What follows belongs to an exercise in optimizing a design on an open flow for small area; a production flow would make more cautious choices. RTL that was checked went through simulation tests only; none was proved equivalent to the original. For run 1, only the layout was checked, not whether the RTL still works. No driver is modelled on the clock port, so clocking that relies on it looks cheaper here than on a real chip. Power and IR drop assume default switching activity.

<file path="design.v">
package gol_pkg;
  localparam int GRID_N_DEF = 20;
  localparam int H_VIS   = 640;
  localparam int H_FP    = 16;
  localparam int H_SYNC  = 96;
  localparam int H_BP    = 48;
  localparam int H_TOTAL = H_VIS + H_FP + H_SYNC + H_BP;
  localparam int V_VIS   = 480;
  localparam int V_FP    = 10;
  localparam int V_SYNC  = 2;
  localparam int V_BP    = 33;
  localparam int V_TOTAL = V_VIS + V_FP + V_SYNC + V_BP;
  localparam int CW = 10;
  localparam logic [CW-1:0] H_VIS_END  = CW'(H_VIS);
  localparam logic [CW-1:0] H_SYNC_BEG = CW'(H_VIS + H_FP);
  localparam logic [CW-1:0] H_SYNC_END = CW'(H_VIS + H_FP + H_SYNC);
  localparam logic [CW-1:0] H_LAST     = CW'(H_TOTAL - 1);
  localparam logic [CW-1:0] V_VIS_END  = CW'(V_VIS);
  localparam logic [CW-1:0] V_SYNC_BEG = CW'(V_VIS + V_FP);
  localparam logic [CW-1:0] V_SYNC_END = CW'(V_VIS + V_FP + V_SYNC);
  localparam logic [CW-1:0] V_LAST     = CW'(V_TOTAL - 1);
  localparam logic [CW-1:0] GRID_X0 = CW'(160);
  localparam logic [CW-1:0] GRID_Y0 = CW'(80);
  localparam logic [CW-1:0] GRID_X1 = CW'(480);
  localparam logic [CW-1:0] GRID_Y1 = CW'(400);
  typedef struct packed {
    logic [3:0] r;
    logic [3:0] g;
    logic [3:0] b;
  } rgb_t;
  localparam rgb_t RGB_LIVE = 12'hFFF;
  localparam rgb_t RGB_DEAD = 12'h002;
  localparam rgb_t RGB_OFF  = 12'h000;
  typedef logic [GRID_N_DEF-1:0][GRID_N_DEF-1:0] grid_t;
  localparam grid_t SEED_GRID = 400'h00000000000000000000000000000000000000000000000e0000000000000000000000000000000000000000070000400002;
endpackage
import gol_pkg::*;
module vga_timing (
  input  logic          i_clk,
  input  logic          i_rst,
  output logic [4:0]    o_vr,
  output logic [4:0]    o_col_n,
  output logic          o_adv,
  output logic          o_hsync,
  output logic          o_vsync,
  output logic          o_in_win
);
  localparam logic [CW-1:0] H_RST  = CW'(H_TOTAL - int'(GRID_X0));
  localparam logic [CW-1:0] H_WRAP = CW'(H_TOTAL - 1);
  localparam logic [CW-1:0] H_LINE = CW'(H_TOTAL - 1 - int'(GRID_X0));
  localparam logic [CW-1:0] HS_BEG = CW'(int'(H_SYNC_BEG) - int'(GRID_X0));
  localparam logic [CW-1:0] HS_END = CW'(int'(H_SYNC_END) - int'(GRID_X0));
  localparam logic [CW-1:0] H_WIN  = CW'(int'(GRID_X1) - int'(GRID_X0));
  localparam logic [CW-1:0] V_RST  = CW'(V_TOTAL - int'(GRID_Y0));
  localparam logic [CW-1:0] V_WRAP = CW'(V_TOTAL - 1);
  localparam logic [CW-1:0] VS_BEG = CW'(int'(V_SYNC_BEG) - int'(GRID_Y0));
  localparam logic [CW-1:0] VS_END = CW'(int'(V_SYNC_END) - int'(GRID_Y0));
  localparam logic [CW-1:0] V_WIN  = CW'(int'(GRID_Y1) - int'(GRID_Y0));
  logic          r_div;
  logic [CW-1:0] r_h, r_v;
  logic [CW-1:0] w_h_n;
  assign w_h_n = i_rst ? H_RST : !r_div ? r_h : (r_h == H_WRAP) ? '0 : r_h + 1'b1;
  always_ff @(posedge i_clk) begin
    r_h <= w_h_n;
    if (i_rst) begin
      r_div <= 1'b0;
      r_v   <= V_RST;
    end else begin
      r_div <= !r_div;
      if (r_div && r_h == H_LINE) r_v <= (r_v == V_WRAP) ? '0 : r_v + 1'b1;
    end
  end
  assign o_col_n  = (w_h_n < H_WIN) ? w_h_n[8:4] : 5'd0;
  assign o_adv    = !i_rst && r_div && (r_h[3:0] == 4'hF) && (r_h < H_WIN);
  assign o_vr     = r_v[8:4];
  assign o_hsync  = !((r_h >= HS_BEG) && (r_h < HS_END));
  assign o_vsync  = !((r_v >= VS_BEG) && (r_v < VS_END));
  assign o_in_win = (r_h < H_WIN) && (r_v < V_WIN);
endmodule
import gol_pkg::*;
module game_of_life_20 (
  input  logic       clk,
  input  logic       rst,
  input  logic       load,
  input  logic       wr_en,
  input  logic [4:0] wr_row,
  input  logic [19:0] wr_data,
  output logic       hsync_out,
  output logic       vsync_out,
  output logic [3:0] red,
  output logic [3:0] green,
  output logic [3:0] blue
);
  localparam int N = GRID_N_DEF;
  localparam logic [7:0] GEN_LAST = 8'h05;
  logic [N-1:0][N-1:0] r_a;         
  logic [N-1:1][N-1:0] r_bn;        
  logic [N-2:1]        r_ok;        
  logic [4:0]          r_lp;        
  logic [7:0]          r_gen;       
  logic                w_clr, w_step, w_wr;
  logic [N-1:0]        w_up, w_mid, w_dn, w_next;
  logic [N-1:0]        w_wsel;
  logic [5:0]          w_tsum;
  logic [4:0]          w_tgt;
  assign w_clr  = rst || load;
  assign w_wr   = wr_en && (wr_row < 5'd20);
  assign w_step = !w_clr && !wr_en && (r_gen == GEN_LAST);
  assign w_mid = r_a[0];
  assign w_up  = (r_lp == 5'd0)  ? '0 : ~r_a[N-1];
  assign w_dn  = (r_lp == 5'd19) ? '0 : ~r_a[1];
  logic [N+1:0] w_cs, w_cc;
  assign w_cs[0] = 1'b0;  assign w_cc[0] = 1'b0;
  assign w_cs[N+1] = 1'b0;  assign w_cc[N+1] = 1'b0;
  for (genvar c = 0; c < N; c++) begin : g_csum
    gol_fa u_fa (.i_a(w_up[c]), .i_b(w_mid[c]), .i_c(w_dn[c]), .o_s(w_cs[c+1]), .o_co(w_cc[c+1]));
  end
  for (genvar c = 0; c < N; c++) begin : g_col
    logic h0, h1, a0, a1, b1, b2;
    gol_ha   u_ha   (.i_a(w_up[c]), .i_b(w_dn[c]), .o_s(h0), .o_co(h1));
    if (c == 0) begin : g_left
      gol_ha u_ha_s (.i_a(w_cs[c+2]), .i_b(h0), .o_s(a0), .o_co(a1));
      gol_ha u_ha_c (.i_a(w_cc[c+2]), .i_b(h1), .o_s(b1), .o_co(b2));
    end else if (c == N - 1) begin : g_right
      gol_ha u_ha_s (.i_a(w_cs[c]), .i_b(h0), .o_s(a0), .o_co(a1));
      gol_ha u_ha_c (.i_a(w_cc[c]), .i_b(h1), .o_s(b1), .o_co(b2));
    end else begin : g_mid
      gol_fa u_fa_s (.i_a(w_cs[c]), .i_b(w_cs[c+2]), .i_c(h0), .o_s(a0), .o_co(a1));
      gol_fa u_fa_c (.i_a(w_cc[c]), .i_b(w_cc[c+2]), .i_c(h1), .o_s(b1), .o_co(b2));
    end
    gol_rule u_rule (.i_a0(a0), .i_a1(a1), .i_b1(b1), .i_b2(b2), .i_mid(w_mid[c]), .o_next(w_next[c]));
  end
  assign w_tsum = 6'(wr_row) + 6'd19 - 6'(r_lp);
  assign w_tgt  = (w_tsum >= 6'd20) ? 5'(w_tsum - 6'd20) : 5'(w_tsum);
  for (genvar k = 0; k < N; k++) begin : g_wsel
    assign w_wsel[k] = w_wr && (w_tgt == 5'(k));
  end
  localparam logic [N*N-1:0] SEED_FLAT = SEED_GRID;
  logic [31:0][N-1:0] w_seed;
  for (genvar k = 0; k < 32; k++) begin : g_seed
    if (k < N) begin : g_row
      assign w_seed[k] = SEED_FLAT[k*N +: N];
    end else begin : g_none
      assign w_seed[k] = '0;
    end
  end
  logic [N-1:0][N-1:0] w_ad;
  for (genvar k = 0; k < N; k++) begin : g_ad
    assign w_ad[k] = rst ? '0 : load ? w_seed[k] : wr_data;
  end
  logic [N-1:0] w_sel;
  logic         w_fromb, w_sel0a, w_sel0b, w_sel19a, w_sel19b;
  for (genvar k = 0; k < N; k++) begin : g_sel
    assign w_sel[k] = w_clr || w_wsel[k];
  end
  assign w_fromb  = !r_ok[1] || w_step;
  assign w_sel0a  = !w_sel[0] && !w_fromb;
  assign w_sel0b  = !w_sel[0] && w_fromb;
  assign w_sel19a = !w_sel[N-1] && !w_step;
  assign w_sel19b = !w_sel[N-1] && w_step;
  gol_ring_row3 u_row0 (
    .i_clk(clk),
    .i_s0 (w_sel[0]),  .i_d0(~w_ad[0]),
    .i_s1 (w_sel0a),   .i_d1(r_a[1]),
    .i_s2 (w_sel0b),   .i_d2(r_bn[1]),
    .o_q  (r_a[0])
  );
  for (genvar k = 1; k < N - 1; k++) begin : g_ra
    gol_ring_row u_row (
      .i_clk(clk),
      .i_sel(w_sel[k]),
      .i_seln(!w_sel[k]),
      .i_d  ((k % 2 == 0) ? ~w_ad[k] : w_ad[k]),
      .i_sh (r_a[k+1]),
      .o_q  (r_a[k])
    );
  end
  gol_ring_row3 u_row19 (
    .i_clk(clk),
    .i_s0 (w_sel[N-1]), .i_d0(w_ad[N-1]),
    .i_s1 (w_sel19a),   .i_d1(r_a[0]),
    .i_s2 (w_sel19b),   .i_d2(w_next),
    .o_q  (r_a[N-1])
  );
  always_ff @(posedge clk) begin
    for (int k = 1; k < N - 1; k++) begin
      if (w_clr || w_wsel[k]) r_ok[k] <= 1'b1;
      else if (w_step)        r_ok[k] <= 1'b0;
      else if (k == N - 2)    r_ok[k] <= 1'b1;
      else                    r_ok[k] <= r_ok[k+1];
    end
    for (int k = 1; k < N - 1; k++) r_bn[k] <= r_bn[k+1];
    r_bn[N-1] <= ~w_next;
    if (w_clr)                  r_lp <= 5'd0;
    else if (r_lp == 5'd19)     r_lp <= 5'd0;
    else                        r_lp <= r_lp + 5'd1;
    if (w_clr || wr_en || w_step) r_gen <= '0;
    else                          r_gen <= {r_gen[6:0], !(r_gen[7] ^ r_gen[5] ^ r_gen[4] ^ r_gen[3])};
  end
  logic          w_hs, w_vs, w_in_win, w_adv;
  logic [4:0]    w_vr, w_col_n;
  vga_timing u_vga (
    .i_clk   (clk),
    .i_rst   (rst),
    .o_vr    (w_vr),
    .o_col_n (w_col_n),
    .o_adv   (w_adv),
    .o_hsync (w_hs),
    .o_vsync (w_vs),
    .o_in_win(w_in_win)
  );
  logic [N-1:0] w_oh, w_oh1;
  logic         w_a0_0, w_a0_1, w_nx_0, w_nx_1, w_wd_0, w_wd_1, w_sd_0, w_sd_1;
  logic         r_c0, r_c1, r_n0, r_n1, w_pass, w_wrhit;
  for (genvar i = 0; i < N; i++) begin : g_oh
    assign w_oh[i] = (w_col_n == 5'(i));
  end
  assign w_oh1 = {w_oh[N-2:0], 1'b0};
  gol_sel20 u_a0_0 (.i_oh(w_oh),  .i_d(r_a[0]),  .o_y(w_a0_0));
  gol_sel20 u_a0_1 (.i_oh(w_oh1), .i_d(r_a[0]),  .o_y(w_a0_1));
  gol_sel20 u_nx_0 (.i_oh(w_oh),  .i_d(w_next),  .o_y(w_nx_0));
  gol_sel20 u_nx_1 (.i_oh(w_oh1), .i_d(w_next),  .o_y(w_nx_1));
  gol_sel20 u_wd_0 (.i_oh(w_oh),  .i_d(wr_data), .o_y(w_wd_0));
  gol_sel20 u_wd_1 (.i_oh(w_oh1), .i_d(wr_data), .o_y(w_wd_1));
  assign w_sd_0 = |(w_oh  & w_seed[w_vr]);
  assign w_sd_1 = |(w_oh1 & w_seed[w_vr]);
  assign w_pass  = (r_lp == w_vr);
  assign w_wrhit = wr_en && wr_row == w_vr;
  always_ff @(posedge clk) begin
    if (load) begin
      r_c0 <= w_sd_0;
      r_c1 <= w_sd_1;
    end else if (w_wrhit) begin
      r_c0 <= w_wd_0;
      r_c1 <= w_wd_1;
    end else if (w_step && w_pass) begin
      r_c0 <= w_nx_0;
      r_c1 <= w_nx_1;
    end else if (w_step) begin
      r_c0 <= w_adv ? r_n1 : r_n0;
      r_c1 <= r_n1;
    end else if (w_pass) begin
      r_c0 <= w_a0_0;
      r_c1 <= w_a0_1;
    end else if (w_adv) begin
      r_c0 <= r_c1;
    end
    if (w_pass) begin
      r_n0 <= w_nx_0;
      r_n1 <= w_nx_1;
    end else if (w_adv) begin
      r_n0 <= r_n1;
    end
  end
  logic r_live, r_win;
  always_ff @(posedge clk) begin
    if (rst) begin
      hsync_out <= 1'b1;
      vsync_out <= 1'b1;
      r_live    <= 1'b0;
      r_win     <= 1'b0;
    end else begin
      hsync_out <= w_hs;
      vsync_out <= w_vs;
      r_live    <= w_in_win && r_c0;
      r_win     <= w_in_win;
    end
  end
  assign red   = {4{r_live}};
  assign green = {4{r_live}};
  assign blue  = {r_live, r_live, r_win, r_live};
endmodule
module gol_ring_row (
  input  logic        i_clk,
  input  logic        i_sel,
  input  logic        i_seln,
  input  logic [19:0] i_d,
  input  logic [19:0] i_sh,
  output logic [19:0] o_q
);
  always_ff @(posedge i_clk) o_q <= ~(({20{i_sel}} & i_d) | ({20{i_seln}} & i_sh));
endmodule
module gol_ring_row3 (
  input  logic        i_clk,
  input  logic        i_s0,
  input  logic [19:0] i_d0,
  input  logic        i_s1,
  input  logic [19:0] i_d1,
  input  logic        i_s2,
  input  logic [19:0] i_d2,
  output logic [19:0] o_q
);
  always_ff @(posedge i_clk)
    o_q <= ~(({20{i_s0}} & i_d0) | ({20{i_s1}} & i_d1) | ({20{i_s2}} & i_d2));
endmodule
module gol_sel20 (
  input  logic [19:0] i_oh,
  input  logic [19:0] i_d,
  output logic        o_y
);
  logic [6:0] w_g;
  for (genvar g = 0; g < 6; g++) begin : g_aoi
    gol_aoi222 u_aoi (.i_a(i_oh[3*g +: 3]), .i_b(i_d[3*g +: 3]), .o_y(w_g[g]));
  end
  gol_aoi22 u_aoi (.i_a(i_oh[19:18]), .i_b(i_d[19:18]), .o_y(w_g[6]));
  assign o_y = !(&w_g[3:0]) || !(&w_g[6:4]);
endmodule
module gol_aoi222 (
  input  logic [2:0] i_a,
  input  logic [2:0] i_b,
  output logic       o_y
);
  assign o_y = !(|(i_a & i_b));
endmodule
module gol_aoi22 (
  input  logic [1:0] i_a,
  input  logic [1:0] i_b,
  output logic       o_y
);
  assign o_y = !(|(i_a & i_b));
endmodule
module gol_fa (
  input  logic i_a,
  input  logic i_b,
  input  logic i_c,
  output logic o_s,
  output logic o_co
);
  assign o_s  = i_a ^ i_b ^ i_c;
  assign o_co = (i_a & i_b) | (i_a & i_c) | (i_b & i_c);
endmodule
module gol_ha (
  input  logic i_a,
  input  logic i_b,
  output logic o_s,
  output logic o_co
);
  assign o_s  = i_a ^ i_b;
  assign o_co = i_a & i_b;
endmodule
module gol_rule (
  input  logic i_a0,
  input  logic i_a1,
  input  logic i_b1,
  input  logic i_b2,
  input  logic i_mid,
  output logic o_next
);
  assign o_next = !i_b2 && (i_a1 != i_b1) && (i_a0 || i_mid);
endmodule
</file>
<file path="standard.sh">
#!/bin/bash
# synth_recipe.tcl (not shown) runs the flow's synth.tcl, then flattens the netlist and writes it again
# the make line also repeats each setting of config.mk as NAME=value (left out here)
make -C /OpenROAD-flow-scripts/flow DESIGN_CONFIG=/design/flow/config.mk WORK_HOME=/design/flow/orfs CLKGATE_MAP_FILE= SYNTH_SCRIPT=/design/flow/synth_recipe.tcl "${@:-finish}"
</file>
<file path="flow/recover.tcl">
# Between clock tree synthesis and routing: give back area on paths with
# timing slack (OpenROAD's power recovery downsizes cells there), then
# downsize each remaining logic cell as far as its output slew (at most
# 1 ns, against the library's 1.5 ns) and the setup slack (above 1 ns)
# allow, then repair any max slew or capacitance violation that leaves and
# legalise placement.
set results $::env(RESULTS)
set platform $::env(FLOW_HOME)/platforms/sky130hd
read_db $results/4_cts.odb
read_liberty $platform/lib/sky130_fd_sc_hd__tt_025C_1v80.lib
read_sdc $results/4_cts.sdc
source $platform/setRC.tcl
set_dont_use [get_lib_cells {sky130_fd_sc_hd__probe_p_8 sky130_fd_sc_hd__probec_p_8 sky130_fd_sc_hd__lpflow_*}]
set_propagated_clock [all_clocks]
estimate_parasitics -placement
proc core_area {} {
  set a 0
  foreach inst [[ord::get_db_block] getInsts] {
    set m [$inst getMaster]
    if {[$m getType] eq "CORE"} { set a [expr {$a + [$m getWidth] * [$m getHeight]}] }
  }
  return [expr {$a / 1e6}]
}
puts "recover: before area [core_area] setup [worst_slack -max] hold [worst_slack -min]"
repair_timing -recover_power 100 -verbose
estimate_parasitics -placement
repair_design -slew_margin 20 -cap_margin 20 -verbose
estimate_parasitics -placement
puts "recover: after area [core_area] setup [worst_slack -max] hold [worst_slack -min]"
# Downsize logic cells (not registers or clock buffers) to the smallest size
# that keeps the output pin's slew at most 1 ns, no slew or capacitance
# violation anywhere, and the setup slack above 1 ns.
proc out_ok {inst} {
  foreach pin [get_pins -of_objects $inst -filter "direction==output"] {
    foreach e {rise fall} {
      set s [get_property $pin slew_max_$e]
      if {$s > 1.0} { return 0 }
    }
  }
  return 1
}
set ndown 0
foreach inst [get_cells *] {
  set ref [get_property $inst ref_name]
  if {![regexp {^(sky130_fd_sc_hd__[a-z0-9]+)_([0-9]+)$} $ref -> base drive]} continue
  if {$drive <= 1} continue
  if {[regexp {df|dl|clkbuf|clkinv|conb|tap|fill|decap|diode} $base]} continue
  set done 0
  foreach d {0 1 2 4 6 8} {
    if {$d >= $drive || $done} continue
    set cand ${base}_$d
    if {[llength [get_lib_cells -quiet $cand]] == 0} continue
    if {[string match "*lpflow*" $cand] || [string match "*probe*" $cand]} continue
    replace_cell $inst $cand
    estimate_parasitics -placement
    if {[out_ok $inst] && [worst_slack -max] > 1.0 && [sta::max_slew_violation_count] == 0 && [sta::max_capacitance_violation_count] == 0} {
      set done 1; incr ndown
    } else {
      replace_cell $inst $ref
      estimate_parasitics -placement
    }
  }
}
puts "down: resized $ndown, area [core_area] setup [worst_slack -max] hold [worst_slack -min]"
repair_design -slew_margin 20 -cap_margin 20 -verbose
estimate_parasitics -placement
puts "recover: after downsizing area [core_area] setup [worst_slack -max] hold [worst_slack -min]"
detailed_placement
check_placement -verbose
estimate_parasitics -placement
repair_timing -setup_margin 0 -hold_margin 0
puts "recover: final area [core_area] setup [worst_slack -max] hold [worst_slack -min]"
report_check_types -max_slew -max_capacitance -violators
write_db $results/4_cts.odb
</file>
<file path="flow/run.sh">
#!/bin/bash
# Layout: the standard flow (standard.sh, standard synthesis included) with
# three changes: the clock tree gets no dummy loads added for balancing, each
# port's buffer is the smallest buffer cell, and between clock tree synthesis
# and routing flow/recover.tcl downsizes cells where timing and slew allow.
# Each tool's output goes to a log of its own here: standard_cts.log (make up
# to the clock tree), recover.log (the resizing step), standard.log (make
# from routing to the end); ORFS keeps each step's log under orfs/logs/.
set -euo pipefail
export BUFFER_PORTS_ARGS="-buffer_cell sky130_fd_sc_hd__buf_1"
export CTS_ARGS="-sink_clustering_enable -repair_clock_nets -dont_use_dummy_load -sink_clustering_size 10 -sink_clustering_max_diameter 35 -buf_list sky130_fd_sc_hd__clkbuf_4"
bash standard.sh cts > standard_cts.log 2>&1
RESULTS=$PWD/orfs/results/sky130hd/game_of_life_20/base openroad -no_init -exit flow/recover.tcl > recover.log 2>&1
bash standard.sh > standard.log 2>&1
</file>
<file path="constraint.sdc">
create_clock -name core_clock -period 10.0 [get_ports {clk}]
set_input_delay 2.0000 -clock core_clock [delete_from_list [all_inputs] [get_ports {clk}]]
set_output_delay 2.0000 -clock core_clock [all_outputs]
set_load 0.01 [all_outputs]
</file>
<file path="config.mk">
export PLATFORM = sky130hd
export DESIGN_NAME = game_of_life_20
export DESIGN_NICKNAME = game_of_life_20
export VERILOG_FILES = /design/flow/design.v
export SDC_FILE = /design/flow/constraint.sdc
export NUM_CORES = 4
export LEC_CHECK = 0
export CAP_MARGIN = 20
export CORE_MARGIN = 2
export CORE_UTILIZATION = 75
export PLACE_DENSITY = 0.85
export SLEW_MARGIN = 20
export SYNTH_HIERARCHICAL = 1
export SYNTH_MINIMUM_KEEP_SIZE = 0
</file>
==> results of run 1 <==
[cell families (layout without fill, tap and decap cells)]
kind of cell | count (synthesis) | count (layout) | synth area share [%]
multiplexers | 9 | 9 | 0.369
buffers and inverters | 202 | 248 | 4.62
AO/OA/AOI/OAI | 574 | 574 | 17.9
XOR/XNOR | 28 | 28 | 0.939
other | 1 | 8 | 0.0144
adder cells (fa/ha/maj) | 101 | 101 | 6.48
flip-flops | 840 | 840 | 64.5
AND/OR/NAND/NOR | 267 | 267 | 5.16
[cell usage in the layout, fill, tap and decap left out, drive strengths merged, types with 21 or more instances in the layout]
| cell | n |
|---|---|
| dfxtp | 837 |
| a22oi | 367 |
| clkbuf | 123 |
| nor2 | 95 |
| a222oi | 76 |
| inv | 75 |
| fa | 57 |
| buf | 50 |
| nand2 | 48 |
| ha | 44 |
| a211oi | 25 |
| o22ai | 21 |
[per-module statistics from Yosys (local to each module, per instance)]
module / cells inside / times used / flops+latches / cell area [sq um]
gol_aoi22: 1 / 6 / 0 / 12.5
vga_timing: 157 / 1 / 21 / 1280
gol_sel20: 2 / 6 / 0 / 15.0
gol_rule: 2 / 20 / 0 / 13.8
gol_ring_row: 44 / 18 / 20 / 588
gol_ha: 1 / 24 / 0 / 12.5
gol_aoi222: 1 / 36 / 0 / 10.0
gol_ring_row3: 46 / 2 / 20 / 646
game_of_life_20: 807 / 1 / 419 / 10700
gol_fa: 1 / 56 / 0 / 20.0
[power groups by stage]
stage / Combinational, mW / Sequential [mW] / Clock, mW
global route: 0.521 / 4.14 / 1.59
finish: 0.474 / 4.10 / 1.43
global placement: 0.453 / 4.13 / 0
floorplan: 0.365 / 4.08 / 0
CTS: 0.486 / 4.11 / 1.46
detailed placement: 0.482 / 4.18 / 0
[cell type report]
cell class,instances,area [sq um]
multi-input combinational,982,7820
tap,455,569
fill,2136,7800
inverter,75,282
sequential,840,16800
antenna,5,12.5
clock buffer,103,773
timing repair buffer,70,269
[flip-flops by register name, indices dropped and copies added, names as in the netlist]
name / cells
r_n1: 1
r_c1: 1
u_row0.o_q: 20
r_live: 1
r_lp: 5
hsync_out: 1
r_bn: 380
vsync_out: 1
r_win: 1
g_ra.u_row.o_q: 360
u_vga.r_v: 10
r_gen: 8
r_ok: 18
r_n0: 1
u_vga.r_h: 10
u_vga.r_div: 1
r_c0: 1
u_row19.o_q: 20
[critical path, delay by kind of cell]
family / cells / cell delay [ns]
AO/OA/AOI/OAI: 4 / 1.42
XOR/XNOR: 1 / 0.32
adder cells (fa/ha/maj): 4 / 1.18
buffers and inverters: 4 / 1.75
multiplexers: 1 / 0.47
[path summary, 6_finish.rpt]
kind | slack [ns] | cells after the start | to | startpoint
min reg2reg | 0.25 | 0 | r_bn[8]$_DFF_P_ | r_bn[28]$_DFF_P_
max reg2reg | 4.33 | 14 | g_ra[9].u_row.o_q[0]$_DFF_P_ | r_lp[1]$_SDFF_PP0_
min | 0.25 | 0 | r_bn[8]$_DFF_P_ | r_bn[28]$_DFF_P_
max | 3.50 | 14 | g_ra[9].u_row.o_q[0]$_DFF_P_ | wr_row[1]
[metal layers]
metal  GRT usage [%]  up-vias  part of all wire (%)
li1                -     7458                     -
met1            43.4     7944                    42
met2            50.5      807                    47
met3            5.41      150                   7.6
met4            13.6        2                   3.3
met5               0        -                 0.021
==> results_dict.tcl, run 1 <==
set metrics [dict create \
    synth_flop_cell "dfxtp_1" \
    cts.clk_slew.worst_paths_ns 0.10 \
    gr-total-overflow 0 \
    crit_path_max_incr_delay_ns 0.86 \
    ys_top_cells_by_area "dfxtp_1 64%, a22oi_1 9.9%, fa_1 4.4%, a222oi_1 2.9%, ha_1 2.1%" \
    area_growth_pct 1.77 \
    dpl_worst_slack_ns 3.82 \
    detail_route.vias_per_cell 6.47 \
    boundaryPins 43 \
    post-synth-top-area-cell "dfxtp_1" \
    crit_top_cell "ha_1" \
    grtUsageTotal_pct 31.8 \
    start_util_pct 76.0 \
    p_leak_nw 10.7 \
    drtAntennaViolNets 0 \
    die-area_sq_mm 0.0363 \
    cts_sinks 840 \
    hold_buffers 0 \
    tns_ns 0 \
    postCtsSetupBuffers 0 \
    ys_top_cells_by_count "837 x dfxtp_1, 343 x a22oi_1, 95 x nor2_1" \
    grt_setup_unrepaired "no" \
    numCtsBuffers 103 \
    die_y_um 191 \
    post-dp-hpwl_um 39600 \
    fin_hold_ws_ns 0.253 \
    synthArstFlopShare_pct 0 \
    max_freq_mhz 154 \
    cts_tree "built" \
    antenna_found_initial 5 \
    cap_violations 0 \
    cts.htree.levels 3 \
    ys_ff_latch 840 \
    drive_gt1_share_pct 5.31 \
    route.detailed.drc 0 \
    clk_latency_ns 0.79 \
    vias 16400 \
    drt_first_pass_iters 19 \
    yosysWarnings 10 \
    ir_drop_mv 0.180 \
    synth_most_common_cell "dfxtp_1" \
    yosysSeqAreaShare_pct 64.5 \
    netlist_area_sq_mm 0.0261 \
    path_cells "buf_1, ha_1, ha_1, fa_1, xor2_1, inv_1, ha_1, a21boi_0, o32ai_1, mux2_1, o31ai_1, clkbuf_1, inv_1, a22oi_1" \
    yosysTopAreaCellShare_pct 64.2 \
    root_buffer "clkbuf_4" \
    worstSetupPathType "primary input to flip-flop" \
    slew_headroom_pct 25.0 \
    finish.utilization_pct 77.3 \
    period_share_pct 65.0 \
    p_int_mw 4.55 \
    finalHoldViolCount 0 \
    rows 68 \
    grt_pass1_wl_um 89700 \
    cp_max_fo 22 \
    status "complete, no violations" \
    drt_iter0_drc 1962 \
    grt_pass1_vias 16600 \
    setup_slack_ns 3.50 \
    cp_data_arrival_time_ns 7.17 \
    placed_area_sq_mm 0.0262 \
    netlist_instances 2022 \
    clk_path_buf_depth 3 \
    port_buffers 42 \
    p_switching_mw 1.46 \
    gp_congestion 1.04 \
    power.density_mw_per_mm2 226 \
    drt-total-wl_um 56900 \
    postCtsResizedCells 0 \
    syn_avg_cell_area_sq_um 12.9 \
    final_max_slew_viol_count 0 \
    min_period_ns 6.50 \
    clockPowerShare_pct 23.8 \
    finalPower_mw 6.01 \
    placed_cells 2422 \
    synth_cell_type_count 68 \
    required_ns 10.67 \
    nets 2202 \
    setup_viol 0 \
    finalClockSkew_ns 0.111 \
    coreArea_sq_mm 0.0344 \
    p_comb_share_pct 7.9 \
    tightest_slew_ns 1.13 \
    cp-end-kind "flip-flop" \
    grt_max_degree 37 \
    swShare_pct 24.2 \
    start_kind "primary input" \
    pwr-share-seq_pct 68.3 \
    post_drt_wl_per_cell_um 22.5 \
    holdCritPathClass "flip-flop to flip-flop" \
    fin_cells 2530 \
    die_w_um 191 \
    finalInstanceArea_sq_mm 0.0266 \
    cp_slowest_cell "clkbuf_1" \
    synth-edff-count 3 \
]
==> inputs of run 2 (changes only) <==
--- a/design.v
+++ b/design.v
@@ -113,10 +113,13 @@
   assign w_cs[0] = 1'b0;  assign w_cc[0] = 1'b0;
   assign w_cs[N+1] = 1'b0;  assign w_cc[N+1] = 1'b0;
+  logic [N-1:0] w_h0, w_h1;
   for (genvar c = 0; c < N; c++) begin : g_csum
-    gol_fa u_fa (.i_a(w_up[c]), .i_b(w_mid[c]), .i_c(w_dn[c]), .o_s(w_cs[c+1]), .o_co(w_cc[c+1]));
+    gol_ha  u_ha  (.i_a(w_up[c]), .i_b(w_dn[c]), .o_s(w_h0[c]), .o_co(w_h1[c]));
+    gol_add u_add (.i_h0(w_h0[c]), .i_h1(w_h1[c]), .i_c(w_mid[c]), .o_s(w_cs[c+1]), .o_co(w_cc[c+1]));
   end
   for (genvar c = 0; c < N; c++) begin : g_col
     logic h0, h1, a0, a1, b1, b2;
-    gol_ha   u_ha   (.i_a(w_up[c]), .i_b(w_dn[c]), .o_s(h0), .o_co(h1));
+    assign h0 = w_h0[c];
+    assign h1 = w_h1[c];
     if (c == 0) begin : g_left
       gol_ha u_ha_s (.i_a(w_cs[c+2]), .i_b(h0), .o_s(a0), .o_co(a1));
@@ -330,4 +333,14 @@
   assign o_co = (i_a & i_b) | (i_a & i_c) | (i_b & i_c);
 endmodule
+module gol_add (
+  input  logic i_h0,
+  input  logic i_h1,
+  input  logic i_c,
+  output logic o_s,
+  output logic o_co
+);
+  assign o_s  = i_h0 ^ i_c;
+  assign o_co = i_h1 | (i_h0 & i_c);
+endmodule
 module gol_ha (
   input  logic i_a,
==> results_dict.tcl, run 2 <==
set metrics [dict create \
    grt_setup_unrepaired "no" \
    nets 2227 \
    ys_ff_latch 840 \
    antenna_found_initial 7 \
    drt-total-wl_um 56200 \
    finalHoldViolCount 0 \
    start_kind "primary input" \
    grt_pass1_wl_um 90100 \
    largest-register "r_bn" \
    post-synth-top-area-cell "dfxtp_1" \
    status "complete, no violations" \
    hold_buffers 0 \
    syn_avg_cell_area_sq_um 12.8 \
    drt_iter0_drc 2082 \
    cts_tree "built" \
    ir_drop_mv 0.193 \
    cp_max_fo 22 \
    yosysSeqAreaShare_pct 64.6 \
    numCtsBuffers 106 \
    boundaryPins 43 \
    max_freq_mhz 155 \
    cts.htree.levels 3 \
    area_growth_pct 1.88 \
    setup_viol 0 \
    finish.utilization_pct 77.3 \
    grt_pass1_vias 16700 \
    synth-edff-count 3 \
    drtAntennaViolNets 0 \
    fin_hold_ws_ns 0.244 \
    coreArea_sq_mm 0.0344 \
    drt_first_pass_iters 10 \
    worstSetupPathType "primary input to flip-flop" \
    gr-total-overflow 0 \
    post_drt_wl_per_cell_um 22.0 \
    drive_gt1_share_pct 5.25 \
    vias 16500 \
    crit_path_max_incr_delay_ns 0.84 \
    detail_route.vias_per_cell 6.44 \
    cp_data_arrival_time_ns 7.11 \
    netlist_instances 2043 \
    cp-end-kind "flip-flop" \
    yosysWarnings 10 \
    start_util_pct 75.9 \
    grtUsageTotal_pct 31.7 \
    die_w_um 190 \
    path_cells "buf_1, ha_1, ha_1, fa_1, xor2_1, inv_1, ha_1, a21boi_0, o32ai_1, mux2_1, o31ai_1, clkbuf_1, inv_1, a22oi_1" \
    dpl_worst_slack_ns 3.83 \
    cp_slowest_cell "clkbuf_1" \
    layout_commonest_cell "dfxtp_1" \
    holdCritPathClass "flip-flop to flip-flop" \
    rows 68 \
    yosysTopAreaCellShare_pct 64.3 \
    synth_most_common_cell "dfxtp_1" \
    port_buffers 42 \
    die-area_sq_mm 0.0363 \
    setup_slack_ns 3.55 \
    die_y_um 190 \
    ys_top_cells_by_count "837 x dfxtp_1, 344 x a22oi_1, 97 x nor2_1" \
    reg.largest.list "r_bn (380), g_ra.u_row.o_q (360)" \
    cts_sinks 840 \
    synth_cell_type_count 68 \
    tns_ns 0 \
    nFillCells 2155 \
    layout_common_cells "837 x dfxtp_1, 368 x a22oi_1, 106 x clkbuf_4" \
    cap_violations 0 \
    grt_max_degree 37 \
    synth_flop_cell "dfxtp_1" \
    largest_reg_flops 380 \
    required_ns 10.66 \
    slew_headroom_pct 24.7 \
    cts.clk_slew.worst_paths_ns 0.10 \
    final_max_slew_viol_count 0 \
    netlist_area_sq_mm 0.0261 \
    ys_top_cells_by_area "dfxtp_1 64%, a22oi_1 9.9%, ha_1 3.1%, a222oi_1 2.9%, fa_1 2.8%" \
    synthArstFlopShare_pct 0 \
    clk_path_buf_depth 3 \
    clk_latency_ns 0.86 \
    p_leak_nw 10.7 \
    gp_congestion 0.998 \
    power.density_mw_per_mm2 227 \
    min_period_ns 6.45 \
    root_buffer "clkbuf_4" \
    postCtsSetupBuffers 0 \
    crit_top_cell "ha_1" \
    postCtsResizedCells 0 \
    route.detailed.drc 0 \
    post-dp-hpwl_um 39600 \
    finalClockSkew_ns 0.118 \
    tightest_slew_ns 1.13 \
    finalPower_mw 6.02 \
    period_share_pct 64.5 \
]
==> run 2: report_power, final <==
group	leakage [nW]	internal, mW	switching [mW]	total, mW
Clock	0.488	0.486	0.961	1.45
Sequential	6.97	3.92	0.181	4.10
Combinational	3.26	0.166	0.308	0.474
==> run 2: through the flow <==
step           cells  instance area (sq um)
6_report        2558                  26600
5_1_grt         2557                  26600
4_1_cts         2550                  26900
3_5_place_dp    2444                  26100
3_3_place_gp    2444                  26100
2_1_floorplan   2045                  26100
==> run 2: worst paths after layout <==
check,start,end,slack [ns],depth (start not counted)
setup / recovery,wr_row[1],g_ra[9].u_row.o_q[10]$_DFF_P_,3.55,14
hold / removal,r_bn[232]$_DFF_P_,r_bn[212]$_DFF_P_,0.24,0
setup reg to reg,r_lp[0]$_SDFF_PP0_,r_c1$_DFFE_PP_,4.31,16
hold reg to reg,r_bn[232]$_DFF_P_,r_bn[212]$_DFF_P_,0.24,0
==> run 2: cells by family after synthesis <==
kind of cell | share of synthesized area (%)
XOR/XNOR | 0.941
buffers and inverters | 4.63
AO/OA/AOI/OAI | 17.9
other | 0.0144
flip-flops | 64.6
adder cells (fa/ha/maj) | 5.91
AND/OR/NAND/NOR | 5.65
multiplexers | 0.331
==> run 2: per-layer routing <==
metal | GRT usage (%) | wire, um | vias to the layer above
li1 | - | - | 7568
met1 | 42.7 | 23400 | 8000
met2 | 51.1 | 26600 | 764
met3 | 6.15 | 4360 | 141
met4 | 12.3 | 1900 | 0
met5 | 0 | 0 | -
==> run 2: per-module statistics from Yosys (local to each module, per instance) <==
| module | times used | cell area [sq um] | flops+latches |
|---|---|---|---|
| gol_sel20 | 6 | 15.0 | 0 |
| vga_timing | 1 | 1280 | 21 |
| gol_aoi22 | 6 | 12.5 | 0 |
| gol_ring_row | 18 | 588 | 20 |
| gol_rule | 20 | 13.8 | 0 |
| gol_ha | 24 | 12.5 | 0 |
| gol_add | 20 | 18.8 | 0 |
| gol_fa | 36 | 20.0 | 0 |
| game_of_life_20 | 1 | 10700 | 419 |
| gol_ring_row3 | 2 | 646 | 20 |
| gol_aoi222 | 36 | 10.0 | 0 |
==> run 2: layout make-up <==
class,count,area [sq um],area share [%]
flip-flops and latches,840,16800,63.4
clock buffers,106,796,3.00
multi-input cells,1003,7780,29.3
diodes,8,20.0,0.0754
well taps,455,569,2.14
inverters,75,282,1.06
repair buffers,71,270,1.02
==> run 2: worst max-delay path: cells and delay by family <==
kind                     cells  cell delay, ns
AO/OA/AOI/OAI                4            1.39
multiplexers                 1            0.46
buffers and inverters        4            1.73
adder cells (fa/ha/maj)      4            1.18
XOR/XNOR                     1            0.32
==> inputs of run 3 (changes only) <==
--- a/design.v
+++ b/design.v
@@ -96,9 +96,9 @@
   logic [N-1:0][N-1:0] r_a;         
   logic [N-1:1][N-1:0] r_bn;        
-  logic [N-2:1]        r_ok;        
+  logic [N-1:1]        r_ok;        
   logic [4:0]          r_lp;        
   logic [7:0]          r_gen;       
   logic                w_clr, w_step, w_wr;
-  logic [N-1:0]        w_up, w_mid, w_dn, w_next;
+  logic [N-1:0]        w_up, w_mid, w_dn, w_nextn;   
   logic [N-1:0]        w_wsel;
   logic [5:0]          w_tsum;
@@ -132,5 +132,5 @@
       gol_fa u_fa_c (.i_a(w_cc[c]), .i_b(w_cc[c+2]), .i_c(h1), .o_s(b1), .o_co(b2));
     end
-    gol_rule u_rule (.i_a0(a0), .i_a1(a1), .i_b1(b1), .i_b2(b2), .i_mid(w_mid[c]), .o_next(w_next[c]));
+    gol_rule u_rule (.i_a0(a0), .i_a1(a1), .i_b1(b1), .i_b2(b2), .i_mid(w_mid[c]), .o_next_n(w_nextn[c]));
   end
   assign w_tsum = 6'(wr_row) + 6'd19 - 6'(r_lp);
@@ -153,5 +153,5 @@
   end
   logic [N-1:0] w_sel;
-  logic         w_fromb, w_sel0a, w_sel0b, w_sel19a, w_sel19b;
+  logic         w_fromb, w_sel0a, w_sel0b;
   for (genvar k = 0; k < N; k++) begin : g_sel
     assign w_sel[k] = w_clr || w_wsel[k];
@@ -160,6 +160,4 @@
   assign w_sel0a  = !w_sel[0] && !w_fromb;
   assign w_sel0b  = !w_sel[0] && w_fromb;
-  assign w_sel19a = !w_sel[N-1] && !w_step;
-  assign w_sel19b = !w_sel[N-1] && w_step;
   gol_ring_row3 u_row0 (
     .i_clk(clk),
@@ -169,5 +167,5 @@
     .o_q  (r_a[0])
   );
-  for (genvar k = 1; k < N - 1; k++) begin : g_ra
+  for (genvar k = 1; k < N; k++) begin : g_ra
     gol_ring_row u_row (
       .i_clk(clk),
@@ -175,24 +173,17 @@
       .i_seln(!w_sel[k]),
       .i_d  ((k % 2 == 0) ? ~w_ad[k] : w_ad[k]),
-      .i_sh (r_a[k+1]),
+      .i_sh (r_a[(k+1)%N]),
       .o_q  (r_a[k])
     );
   end
-  gol_ring_row3 u_row19 (
-    .i_clk(clk),
-    .i_s0 (w_sel[N-1]), .i_d0(w_ad[N-1]),
-    .i_s1 (w_sel19a),   .i_d1(r_a[0]),
-    .i_s2 (w_sel19b),   .i_d2(w_next),
-    .o_q  (r_a[N-1])
-  );
   always_ff @(posedge clk) begin
-    for (int k = 1; k < N - 1; k++) begin
+    for (int k = 1; k < N; k++) begin
       if (w_clr || w_wsel[k]) r_ok[k] <= 1'b1;
       else if (w_step)        r_ok[k] <= 1'b0;
-      else if (k == N - 2)    r_ok[k] <= 1'b1;
+      else if (k == N - 1)    r_ok[k] <= 1'b1;
       else                    r_ok[k] <= r_ok[k+1];
     end
     for (int k = 1; k < N - 1; k++) r_bn[k] <= r_bn[k+1];
-    r_bn[N-1] <= ~w_next;
+    r_bn[N-1] <= w_nextn;
     if (w_clr)                  r_lp <= 5'd0;
     else if (r_lp == 5'd19)     r_lp <= 5'd0;
@@ -214,5 +205,6 @@
   );
   logic [N-1:0] w_oh, w_oh1;
-  logic         w_a0_0, w_a0_1, w_nx_0, w_nx_1, w_wd_0, w_wd_1, w_sd_0, w_sd_1;
+  logic         w_a0_0, w_a0_1, w_nxn_0, w_nxn_1, w_nx_0, w_nx_1;
+  logic         w_wd_0, w_wd_1, w_sd_0, w_sd_1;
   logic         r_c0, r_c1, r_n0, r_n1, w_pass, w_wrhit;
   for (genvar i = 0; i < N; i++) begin : g_oh
@@ -222,6 +214,8 @@
   gol_sel20 u_a0_0 (.i_oh(w_oh),  .i_d(r_a[0]),  .o_y(w_a0_0));
   gol_sel20 u_a0_1 (.i_oh(w_oh1), .i_d(r_a[0]),  .o_y(w_a0_1));
-  gol_sel20 u_nx_0 (.i_oh(w_oh),  .i_d(w_next),  .o_y(w_nx_0));
-  gol_sel20 u_nx_1 (.i_oh(w_oh1), .i_d(w_next),  .o_y(w_nx_1));
+  gol_sel20 u_nx_0 (.i_oh(w_oh),  .i_d(w_nextn), .o_y(w_nxn_0));
+  gol_sel20 u_nx_1 (.i_oh(w_oh1), .i_d(w_nextn), .o_y(w_nxn_1));
+  assign w_nx_0 = !w_nxn_0;
+  assign w_nx_1 = !w_nxn_1;
   gol_sel20 u_wd_0 (.i_oh(w_oh),  .i_d(wr_data), .o_y(w_wd_0));
   gol_sel20 u_wd_1 (.i_oh(w_oh1), .i_d(wr_data), .o_y(w_wd_1));
@@ -358,6 +352,6 @@
   input  logic i_b2,
   input  logic i_mid,
-  output logic o_next
+  output logic o_next_n
 );
-  assign o_next = !i_b2 && (i_a1 != i_b1) && (i_a0 || i_mid);
+  assign o_next_n = !(!i_b2 && (i_a1 != i_b1) && (i_a0 || i_mid));
 endmodule
--- a/config.mk
+++ b/config.mk
@@ -8,6 +8,6 @@
 export CAP_MARGIN = 20
 export CORE_MARGIN = 2
-export CORE_UTILIZATION = 75
-export PLACE_DENSITY = 0.85
+export CORE_UTILIZATION = 70
+export PLACE_DENSITY = 0.8
 export SLEW_MARGIN = 20
 export SYNTH_HIERARCHICAL = 1
==> results_dict.tcl, run 3 <==
set metrics [dict create \
    die_y_um 197 \
    finalPower_mw 6.01 \
    hold_buffers 0 \
    final_max_slew_viol_count 0 \
    worstSetupPathType "primary input to flip-flop" \
    status "complete, no violations" \
    detail_route.vias_per_cell 6.29 \
    coreArea_sq_mm 0.0366 \
    drive_gt1_share_pct 5.51 \
    layout_commonest_cell "dfxtp_1" \
    route.detailed.drc 0 \
    r2r_end "g_ra[10].u_row.o_q[3]$_DFF_P_" \
    slew_headroom_pct 26.8 \
    grt_max_degree 37 \
    syn_avg_cell_area_sq_um 12.8 \
    drtAntennaViolNets 0 \
    start_util_pct 71.1 \
    rows 70 \
    required_ns 10.70 \
    port_buffers 42 \
    grt_setup_unrepaired "no" \
    layout_common_cells "838 x dfxtp_1, 387 x a22oi_1, 109 x clkbuf_4" \
    p_leak_nw 10.7 \
    max_freq_mhz 155 \
    reg.largest.list "g_ra.u_row.o_q (380), r_bn (380), u_row0.o_q (20)" \
    r2r-start "r_lp[1]$_SDFF_PP0_" \
    post-synth-top-area-cell "dfxtp_1" \
    dpl_worst_slack_ns 3.83 \
    crit_path_max_incr_delay_ns 0.84 \
    cp_top_family "buffers and inverters" \
    cp_slowest_cell "clkbuf_1" \
    cap_violations 0 \
    finalHoldViolCount 0 \
    finalClockSkew_ns 0.0820 \
    post_drt_wl_per_cell_um 21.4 \
    cts.clk_slew.worst_paths_ns 0.10 \
    synth_most_common_cell "dfxtp_1" \
    path_cells "buf_1, ha_1, ha_1, fa_1, xor2_1, inv_1, ha_1, a21boi_0, o32ai_1, mux2_1, o31ai_1, clkbuf_1, inv_1, a22oi_1" \
    setup_viol 0 \
    boundaryPins 43 \
    start_kind "primary input" \
    grtUsageTotal_pct 28.6 \
    cts.htree.levels 3 \
    grt_pass1_vias 16300 \
    min_period_ns 6.44 \
    yosysSeqAreaShare_pct 64.8 \
    root_buffer "clkbuf_4" \
    crit_top_cell "ha_1" \
    worst-path-buf-inv 4 \
    area_growth_pct 1.99 \
    drt_first_pass_iters 12 \
    cp-end-kind "flip-flop" \
    holdCritPathClass "flip-flop to flip-flop" \
    gp_congestion 0.976 \
    cp-endpoint "g_ra[10].u_row.o_q[3]$_DFF_P_" \
    synth-edff-count 3 \
    r2r_slack_ns 4.38 \
    netlist_area_sq_mm 0.0260 \
    antenna_found_initial 5 \
    r2r_cells 14 \
    ys_ff_latch 841 \
    power.density_mw_per_mm2 226 \
    clk_path_buf_depth 3 \
    die-area_sq_mm 0.0388 \
    grt_pass1_wl_um 87200 \
    postCtsResizedCells 0 \
    cts_tree "built" \
    cp_data_arrival_time_ns 7.14 \
    cts_sinks 841 \
    cp_num_cells 14 \
    cp-startpoint "wr_row[1]" \
    synthArstFlopShare_pct 0 \
    drt_iter0_drc 1422 \
    cp_max_fo 22 \
    yosysWarnings 10 \
    drt-total-wl_um 54800 \
    ys_top_cells_by_count "838 x dfxtp_1, 362 x a22oi_1, 85 x nor2_1" \
    postCtsSetupBuffers 0 \
    post-dp-hpwl_um 38100 \
    ir_drop_mv 0.184 \
    vias 16100 \
    setup_slack_ns 3.56 \
    tightest_slew_ns 1.10 \
    nets 2219 \
    die_w_um 197 \
    numCtsBuffers 109 \
    synth_cell_type_count 67 \
    clk_latency_ns 0.84 \
    yosysTopAreaCellShare_pct 64.4 \
    netlist_instances 2033 \
    gr-total-overflow 0 \
    synth_flop_cell "dfxtp_1" \
    ys_top_cells_by_area "dfxtp_1 64%, a22oi_1 10%, ha_1 3.1%, fa_1 2.8%, a222oi_1 2.2%" \
    period_share_pct 64.4 \
    tns_ns 0 \
]
[run 3: changes by cell type after synthesis, moves of 4 or more]
cell / delta
a21oi_1: +21
nand2_1: +4
inv_1: -17
nor2_1: -12
clkbuf_1: +4
o22ai_1: -20
a222oi_1: -20
nor3_1: +12
and3_1: -6
a211oi_1: -20
a22oi_1: +18
o221ai_1: +21
[run 3: layout make-up]
| type | instances | area (sq um) |
|---|---|---|
| diodes | 4 | 10.0 |
| clock buffers | 109 | 818 |
| fillers | 2488 | 10100 |
| inverters | 57 | 214 |
| multi-input cells | 1008 | 7780 |
| flip-flops and latches | 841 | 16900 |
| well taps | 468 | 586 |
| repair buffers | 72 | 277 |
[run 3: worst min path at each step]
stage	from	slack, ns	to	depth (start not counted)
after floorplan	r_bn[20]$_DFF_P_	0.31	r_bn[0]$_DFF_P_	0
after global placement	r_bn[42]$_DFF_P_	0.31	r_bn[22]$_DFF_P_	0
after detailed placement	r_bn[141]$_DFF_P_	0.31	r_bn[121]$_DFF_P_	0
after CTS	r_bn[41]$_DFF_P_	0.28	r_bn[21]$_DFF_P_	0
after global routing	r_bn[27]$_DFF_P_	0.27	r_bn[7]$_DFF_P_	0
final	r_bn[27]$_DFF_P_	0.28	r_bn[7]$_DFF_P_	0
[run 3: layer usage]
metal  global-route usage [%]  routed length, um
met5                        0                 11
met4                     11.2               1550
met3                     5.80               3870
met2                     46.3              25900
met1                     38.0              23500
[run 3: report_power, final]
group          total (mW)  leakage, nW  switching (mW)  internal, mW
registers            4.10         6.98           0.180          3.92
logic               0.434         3.21           0.279         0.155
clock network        1.47        0.502           0.975         0.499
[run 3: through the flow]
step | utilization [%] | std cells | cell area, sq um | hold WS (ns)
6_report | 72.5 | 2559 | 26600 | 0.284
5_1_grt | 72.5 | 2559 | 26600 | 0.265
4_1_cts | 73.5 | 2554 | 26900 | 0.277
3_5_place_dp | 71.3 | 2445 | 26100 | 0.312
3_3_place_gp | 71.3 | 2445 | 26100 | 0.310
2_1_floorplan | - | 2035 | 26000 | 0.310
[run 3: worst register-to-register path: cells and delay by family, from the launching register on]
| family | cells | cell delay, ns |
|---|---|---|
| multiplexers | 1 | 0.47 |
| adder cells (fa/ha/maj) | 4 | 1.18 |
| AO/OA/AOI/OAI | 4 | 1.38 |
| XOR/XNOR | 1 | 0.37 |
| flip-flops | 1 | 0.40 |
| buffers and inverters | 4 | 1.73 |
[run 3: cells by family (layout without fill, tap and decap cells)]
family	after synthesis	in the layout	share of synthesized area (%)
adder cells (fa/ha/maj)	101	101	5.92
flip-flops	841	841	64.8
buffers and inverters	186	238	4.40
AO/OA/AOI/OAI	575	575	17.8
other	1	7	0.0144
AND/OR/NAND/NOR	292	292	5.79
XOR/XNOR	28	28	0.942
multiplexers	9	9	0.365
[run 3: per-module statistics from Yosys, one instance, submodules excluded, a selection]
module           flip-flops and latches  cells inside  times used
game_of_life_20                     420           793           1
vga_timing                           21           164           1
gol_ring_row3                        20            46           1
gol_ring_row                         20            44          19
gol_sel20                             0             2           6
gol_ha                                0             1          24
gol_aoi222                            0             1          36
==> inputs of run 4 (changes only) <==
--- a/config.mk
+++ b/config.mk
@@ -8,6 +8,6 @@
 export CAP_MARGIN = 20
 export CORE_MARGIN = 2
-export CORE_UTILIZATION = 70
-export PLACE_DENSITY = 0.8
+export CORE_UTILIZATION = 75
+export PLACE_DENSITY = 0.85
 export SLEW_MARGIN = 20
 export SYNTH_HIERARCHICAL = 1
==> results_dict.tcl, run 4 <==
set metrics [dict create \
    status "complete, no violations" \
    drt_first_pass_iters 7 \
    hold_buffers 0 \
    min_period_ns 6.39 \
    post-synth-top-area-cell "dfxtp_1" \
    met2_usage_pct 52.1 \
    finalClockSkew_ns 0.0751 \
    r2r_cells 14 \
    setup_slack_ns 3.61 \
    die-area_sq_mm 0.0362 \
    clk_latency_ns 0.84 \
    pwr-share-seq_pct 68.5 \
    cp-end-kind "flip-flop" \
    start_util_pct 75.7 \
    power.density_mw_per_mm2 226 \
    p_comb_share_pct 7.3 \
    final_max_slew_viol_count 0 \
    gr-total-overflow 0 \
    max_freq_mhz 157 \
    drive_gt1_share_pct 5.52 \
    period_share_pct 63.9 \
    postCtsSetupBuffers 0 \
    p_leak_nw 10.7 \
    ys_ff_latch 841 \
    cp_data_arrival_time_ns 7.08 \
    busiest_layer "met2" \
    synthArstFlopShare_pct 0 \
    synth-edff-count 3 \
    holdCritPathClass "flip-flop to flip-flop" \
    nFillCells 2168 \
    cts_tree "built" \
    cts_sinks 841 \
    reg.largest.list "g_ra.u_row.o_q (380), r_bn (380), u_row0.o_q (20)" \
    clk_path_buf_depth 3 \
    cp_max_fo 22 \
    post_drt_wl_per_cell_um 21.9 \
    netlist_area_sq_mm 0.0260 \
    finalHoldViolCount 0 \
    netlist_instances 2033 \
    cts.htree.levels 3 \
    yosysWarnings 10 \
    hold_depth 0 \
    nets 2216 \
    postCtsResizedCells 0 \
    min_to "r_bn[140]$_DFF_P_" \
    route.detailed.drc 0 \
    use_met3_pct 5.41 \
    boundaryPins 43 \
    drt_iter0_drc 1649 \
    ir_drop_mv 0.206 \
    post-dp-hpwl_um 38900 \
    finish.utilization_pct 77.2 \
    die_w_um 190 \
    tns_ns 0 \
    start_kind "primary input" \
    dpl_worst_slack_ns 3.88 \
    use_met1_pct 42.3 \
    synth_flop_cell "dfxtp_1" \
    p_switching_mw 1.44 \
    r2r_end "g_ra[11].u_row.o_q[15]$_DFF_P_" \
    drt-total-wl_um 55700 \
    yosysTopAreaCellShare_pct 64.4 \
    die_y_um 190 \
    min_from "r_bn[160]$_DFF_P_" \
    layout_commonest_cell "dfxtp_1" \
    layout_common_cells "838 x dfxtp_1, 387 x a22oi_1, 105 x clkbuf_4" \
    numCtsBuffers 105 \
    required_ns 10.69 \
    grt_pass1_wl_um 90100 \
    syn_avg_cell_area_sq_um 12.8 \
    placed_cells 2432 \
    r2r-start "r_lp[1]$_SDFF_PP0_" \
    slew_headroom_pct 27.5 \
    port_buffers 42 \
    rows 68 \
    tightest_slew_ns 1.09 \
    coreArea_sq_mm 0.0344 \
    r2r_slack_ns 4.40 \
    setup_viol 0 \
    detail_route.vias_per_cell 6.39 \
    drtAntennaViolNets 0 \
    worstSetupPathType "primary input to flip-flop" \
    synth_cell_type_count 67 \
    fin_cells 2546 \
    ys_top_cells_by_area "dfxtp_1 64%, a22oi_1 10%, ha_1 3.1%, fa_1 2.8%, a222oi_1 2.2%" \
    grt_setup_unrepaired "no" \
    vias 16300 \
    root_buffer "clkbuf_4" \
    cap_violations 0 \
    p_int_mw 4.56 \
    swShare_pct 24.0 \
    yosysSeqAreaShare_pct 64.8 \
    cp-startpoint "wr_row[1]" \
    antenna_found_initial 4 \
    grtUsageTotal_pct 31.7 \
    gp_congestion 0.932 \
    ys_top_cells_by_count "838 x dfxtp_1, 362 x a22oi_1, 85 x nor2_1" \
    cts.clk_slew.worst_paths_ns 0.09 \
    clockPowerShare_pct 24.2 \
    area_growth_pct 1.93 \
    synth_most_common_cell "dfxtp_1" \
    grt_pass1_vias 16700 \
    grt_max_degree 37 \
]
-- run 4: cell counts after synthesis --
Identical to the previous run, type by type.
-- run 4: cells by family (layout without fill, tap and decap cells) --
logic type | after synthesis | after routing | synth area share, %
other cells | 1 | 10 | 0.0144
mux | 9 | 9 | 0.365
xor+xnor | 28 | 28 | 0.942
buf+inv | 186 | 235 | 4.40
simple gates | 292 | 292 | 5.79
compound gates | 575 | 575 | 17.8
flops | 841 | 841 | 64.8
fa+ha+maj | 101 | 101 | 5.92
-- run 4: metal layers --
metal | share of wire (%) | vias up
met5 | 0 | -
met3 | 6.7 | 148
met2 | 49 | 673
met4 | 2.8 | 0
met1 | 42 | 7929
li1 | - | 7519
-- run 4: metrics by stage --
stage,area (sq um),hold slack (ns),power [mW]
6_report,26500,0.297,6.00
5_1_grt,26500,0.285,6.25
4_1_cts,26900,0.287,6.04
3_5_place_dp,26100,0.312,4.63
3_3_place_gp,26100,0.310,4.56
2_1_floorplan,26000,0.310,4.43
-- run 4: worst max path at each step --
stage / cells past startpoint / end
final: 14 / g_ra[11].u_row.o_q[15]$_DFF_P_
after global routing: 14 / g_ra[11].u_row.o_q[10]$_DFF_P_
after CTS: 14 / u_row0.o_q[2]$_DFF_P_
after detailed placement: 14 / u_row0.o_q[17]$_DFF_P_
after global placement: 14 / u_row0.o_q[14]$_DFF_P_
after floorplan: 13 / g_ra[12].u_row.o_q[12]$_DFF_P_
-- run 4: power groups by stage --
| stage | logic [mW] | registers [mW] | clock network, mW |
|---|---|---|---|
| 3_5_place_dp | 0.445 | 4.19 | 0 |
| 6_report | 0.437 | 4.11 | 1.45 |
| 4_1_cts | 0.450 | 4.12 | 1.47 |
| 5_1_grt | 0.482 | 4.15 | 1.61 |
| 2_1_floorplan | 0.343 | 4.08 | 0 |
| 3_3_place_gp | 0.422 | 4.14 | 0 |
-- run 4: worst max-delay path, stage by stage --
cell      delay [ns]
buf_1           0.10
ha_1            0.30
ha_1            0.24
fa_1            0.41
xor2_1          0.34
inv_1           0.11
ha_1            0.23
a21boi_0        0.15
o32ai_1         0.66
mux2_1          0.47
o31ai_1         0.22
clkbuf_1        0.82
inv_1           0.65
a22oi_1         0.36
-- run 4: modules after synthesis, one instance, submodules excluded, a selection --
module	cells	area, sq um	flip-flops and latches	copies in the design
gol_ring_row	44	588	20	19
gol_add	2	18.8	0	20
gol_ha	1	12.5	0	24
gol_rule	2	13.8	0	20
gol_aoi22	1	12.5	0	6
game_of_life_20	793	10700	420	1
gol_ring_row3	46	646	20	1
-- run 4: cell type report --
cell class / instances / area (sq um) / area share (%)
Tap cell: 455 / 569 / 2.15
Antenna cell: 7 / 17.5 / 0.0660
Inverter: 57 / 214 / 0.806
Sequential cell: 841 / 16900 / 63.6
Clock buffer: 105 / 788 / 2.97
Multi-Input combinational cell: 1008 / 7780 / 29.3
Timing Repair Buffer: 73 / 298 / 1.12
==> inputs of run 5 (changes only) <==
--- a/config.mk
+++ b/config.mk
@@ -8,6 +8,6 @@
 export CAP_MARGIN = 20
 export CORE_MARGIN = 2
-export CORE_UTILIZATION = 75
-export PLACE_DENSITY = 0.85
+export CORE_UTILIZATION = 80
+export PLACE_DENSITY = 0.88
 export SLEW_MARGIN = 20
 export SYNTH_HIERARCHICAL = 1
==> results_dict.tcl, run 5 <==
set metrics [dict create \
    grt_max_degree 37 \
    drtAntennaViolNets 0 \
    fin_cells 2528 \
    postCtsResizedCells 0 \
    p_switching_mw 1.45 \
    power.density_mw_per_mm2 227 \
    layout_common_cells "838 x dfxtp_1, 387 x a22oi_1, 102 x clkbuf_4" \
    drt_iter0_drc 2322 \
    min_period_ns 6.60 \
    netlist_area_sq_mm 0.0260 \
    start_util_pct 80.6 \
    cp_data_arrival_time_ns 7.29 \
    grt_pass1_vias 17200 \
    netlist_instances 2033 \
    ys_top_cells_by_count "838 x dfxtp_1, 362 x a22oi_1, 85 x nor2_1" \
    setup_viol 0 \
    cp-end-kind "flip-flop" \
    clk_latency_ns 0.83 \
    vias 16700 \
    reg.largest.list "g_ra.u_row.o_q (380), r_bn (380), u_row0.o_q (20)" \
    cts.clk_slew.worst_paths_ns 0.10 \
    period_share_pct 66.0 \
    rows 66 \
    yosysWarnings 10 \
    required_ns 10.69 \
    nets 2211 \
    tightest_slew_ns 1.15 \
    status "complete, no violations" \
    boundaryPins 43 \
    yosysTopAreaCellShare_pct 64.4 \
    clockPowerShare_pct 24.0 \
    finalPower_mw 6.00 \
    cts.htree.levels 3 \
    drt-total-wl_um 58000 \
    cts_sinks 841 \
    p_comb_share_pct 7.5 \
    p_leak_nw 10.7 \
    synth-edff-count 3 \
    drt_first_pass_iters 10 \
    cts_tree "built" \
    grtUsageTotal_pct 34.6 \
    dpl_worst_slack_ns 3.39 \
    finalHoldViolCount 0 \
    max_freq_mhz 151 \
    placed_cells 2419 \
    route.detailed.drc 0 \
    yosysSeqAreaShare_pct 64.8 \
    gp_congestion 0.931 \
    post-dp-hpwl_um 39800 \
    synth_flop_cell "dfxtp_1" \
    layout_commonest_cell "dfxtp_1" \
    final_max_slew_viol_count 0 \
    clk_path_buf_depth 3 \
    numCtsBuffers 102 \
    pwr-share-seq_pct 68.5 \
    tns_ns 0 \
    gr-total-overflow 0 \
    post_drt_wl_per_cell_um 22.9 \
    detail_route.vias_per_cell 6.60 \
    postCtsSetupBuffers 0 \
    hold_buffers 0 \
    antenna_found_initial 8 \
    finalClockSkew_ns 0.0822 \
    nFillCells 1779 \
    area_growth_pct 1.67 \
    root_buffer "clkbuf_4" \
    port_buffers 42 \
    syn_avg_cell_area_sq_um 12.8 \
    synthArstFlopShare_pct 0 \
    ys_ff_latch 841 \
    cp_max_fo 22 \
    synth_cell_type_count 67 \
    worstSetupPathType "primary input to flip-flop" \
    ys_top_cells_by_area "dfxtp_1 64%, a22oi_1 10%, ha_1 3.1%, fa_1 2.8%, a222oi_1 2.2%" \
    start_kind "primary input" \
    swShare_pct 24.2 \
    p_int_mw 4.55 \
    grt_setup_unrepaired "no" \
    cap_violations 0 \
    die_w_um 184 \
    grt_pass1_wl_um 91000 \
    ir_drop_mv 0.217 \
    holdCritPathClass "flip-flop to flip-flop" \
    die-area_sq_mm 0.0340 \
    synth_most_common_cell "dfxtp_1" \
    coreArea_sq_mm 0.0323 \
    slew_headroom_pct 23.2 \
    setup_slack_ns 3.40 \
    die_y_um 184 \
    drive_gt1_share_pct 5.10 \
    post-synth-top-area-cell "dfxtp_1" \
]
-- run 5: layer usage --
metal | GRT usage (%) | vias to the layer above | wire, um
met5 | 0 | - | 17
met4 | 17.2 | 2 | 2550
met3 | 8.34 | 228 | 4840
met2 | 57.0 | 947 | 27900
met1 | 43.0 | 8018 | 22700
li1 | - | 7502 | -
-- run 5: final timing paths --
check                      from                      endpoint  slack [ns]  cells past startpoint
max                   wr_row[1]  g_ra[8].u_row.o_q[7]$_DFF_P_        3.40                     14
min           r_bn[328]$_DFF_P_             r_bn[308]$_DFF_P_        0.29                      0
max reg2reg  r_lp[1]$_SDFF_PP0_  g_ra[8].u_row.o_q[7]$_DFF_P_        4.25                     14
min reg2reg   r_bn[328]$_DFF_P_             r_bn[308]$_DFF_P_        0.29                      0
-- run 5: stage by stage --
step                instance area, sq um  hold WS, ns  util (%)
global route                       26500        0.287      82.0
finish                             26500        0.290      82.0
detailed placement                 26100        0.312      80.7
CTS                                26800        0.294      83.1
floorplan                          26000        0.310         -
global placement                   26100        0.310      80.7
-- run 5: final cells by class --
type	count	area [sq um]	area share, %
antenna	7	17.5	0.0662
timing repair buffer	71	270	1.02
sequential	841	16900	63.7
inverter	57	214	0.808
clock buffer	102	766	2.89
multi-input combinational	1008	7780	29.4
tap	442	553	2.09
-- run 5: power groups by stage --
stage	Sequential [mW]	Combinational [mW]	Clock [mW]
3_5_place_dp	4.19	0.452	0
4_1_cts	4.12	0.458	1.46
6_report	4.11	0.451	1.44
5_1_grt	4.15	0.487	1.59
2_1_floorplan	4.08	0.343	0
3_3_place_gp	4.14	0.416	0
-- run 5: modules after synthesis, one instance, submodules excluded --
module,area (sq um),cells
game_of_life_20,10700,793
gol_add,18.8,2
gol_aoi22,12.5,1
gol_aoi222,10.0,1
gol_fa,20.0,1
gol_ha,12.5,1
gol_ring_row,588,44
gol_ring_row3,646,46
gol_rule,13.8,2
gol_sel20,15.0,2
vga_timing,1320,164
-- run 5: cell families after synthesis --
group                      Yosys count  synth area share [%]
other                                1                0.0144
xor gates and xnor gates            28                 0.942
buffers and inverters              186                  4.40
adders and majority gates          101                  5.92
and+or+nand+nor                    292                  5.79
muxes                                9                 0.365
AOI/OAI and AO/OA                  575                  17.8
DFF                                841                  64.8
-- run 5: worst max-delay path: stages --
cell      delay, ns
buf_1          0.10
ha_1           0.30
ha_1           0.23
fa_1           0.41
xor2_1         0.40
inv_1          0.14
ha_1           0.24
a21boi_0       0.16
o32ai_1        0.63
mux2_1         0.47
o31ai_1        0.27
clkbuf_1       0.88
inv_1          0.67
a22oi_1        0.37

-- separate check: timing with driven ports --
Ports are ideal in the flow. The routed layouts listed here were re-timed in OpenROAD.
Step 1, drivers: a clkbuf_16 drives clk and a buf_2 each remaining input, both assumed.
Step 2 adds t to the input delays and takes it off the output delays; t is the mean of the earliest and latest rising clock arrival at the registers after step 1. Input paths then give back, and output paths get back, about the clock's delay inside the block.
Slacks: ideal ports / drivers / drivers and shift; pairs: ideal ports / drivers.
run	shift t [ns]	setup slack, ns	worst setup path at the end	worst register clock-pin slew, ns	cell pins on the clock port's net
run 1	0.804	3.500 / 3.528 / 2.724	input to register	0.11 / 0.11	1
run 2	0.843	3.546 / 3.578 / 2.735	input to register	0.11 / 0.11	1
run 3	0.853	3.555 / 3.584 / 2.731	input to register	0.11 / 0.11	1
run 4	0.859	3.614 / 3.644 / 2.785	input to register	0.11 / 0.11	1
run 5	0.838	3.396 / 3.420 / 2.582	input to register	0.12 / 0.12	1
After both steps every run listed still meets setup and hold. For run 4, which loses most, drivers alone change the setup slack by +0.030 ns; drivers and shift together by -0.829 ns.
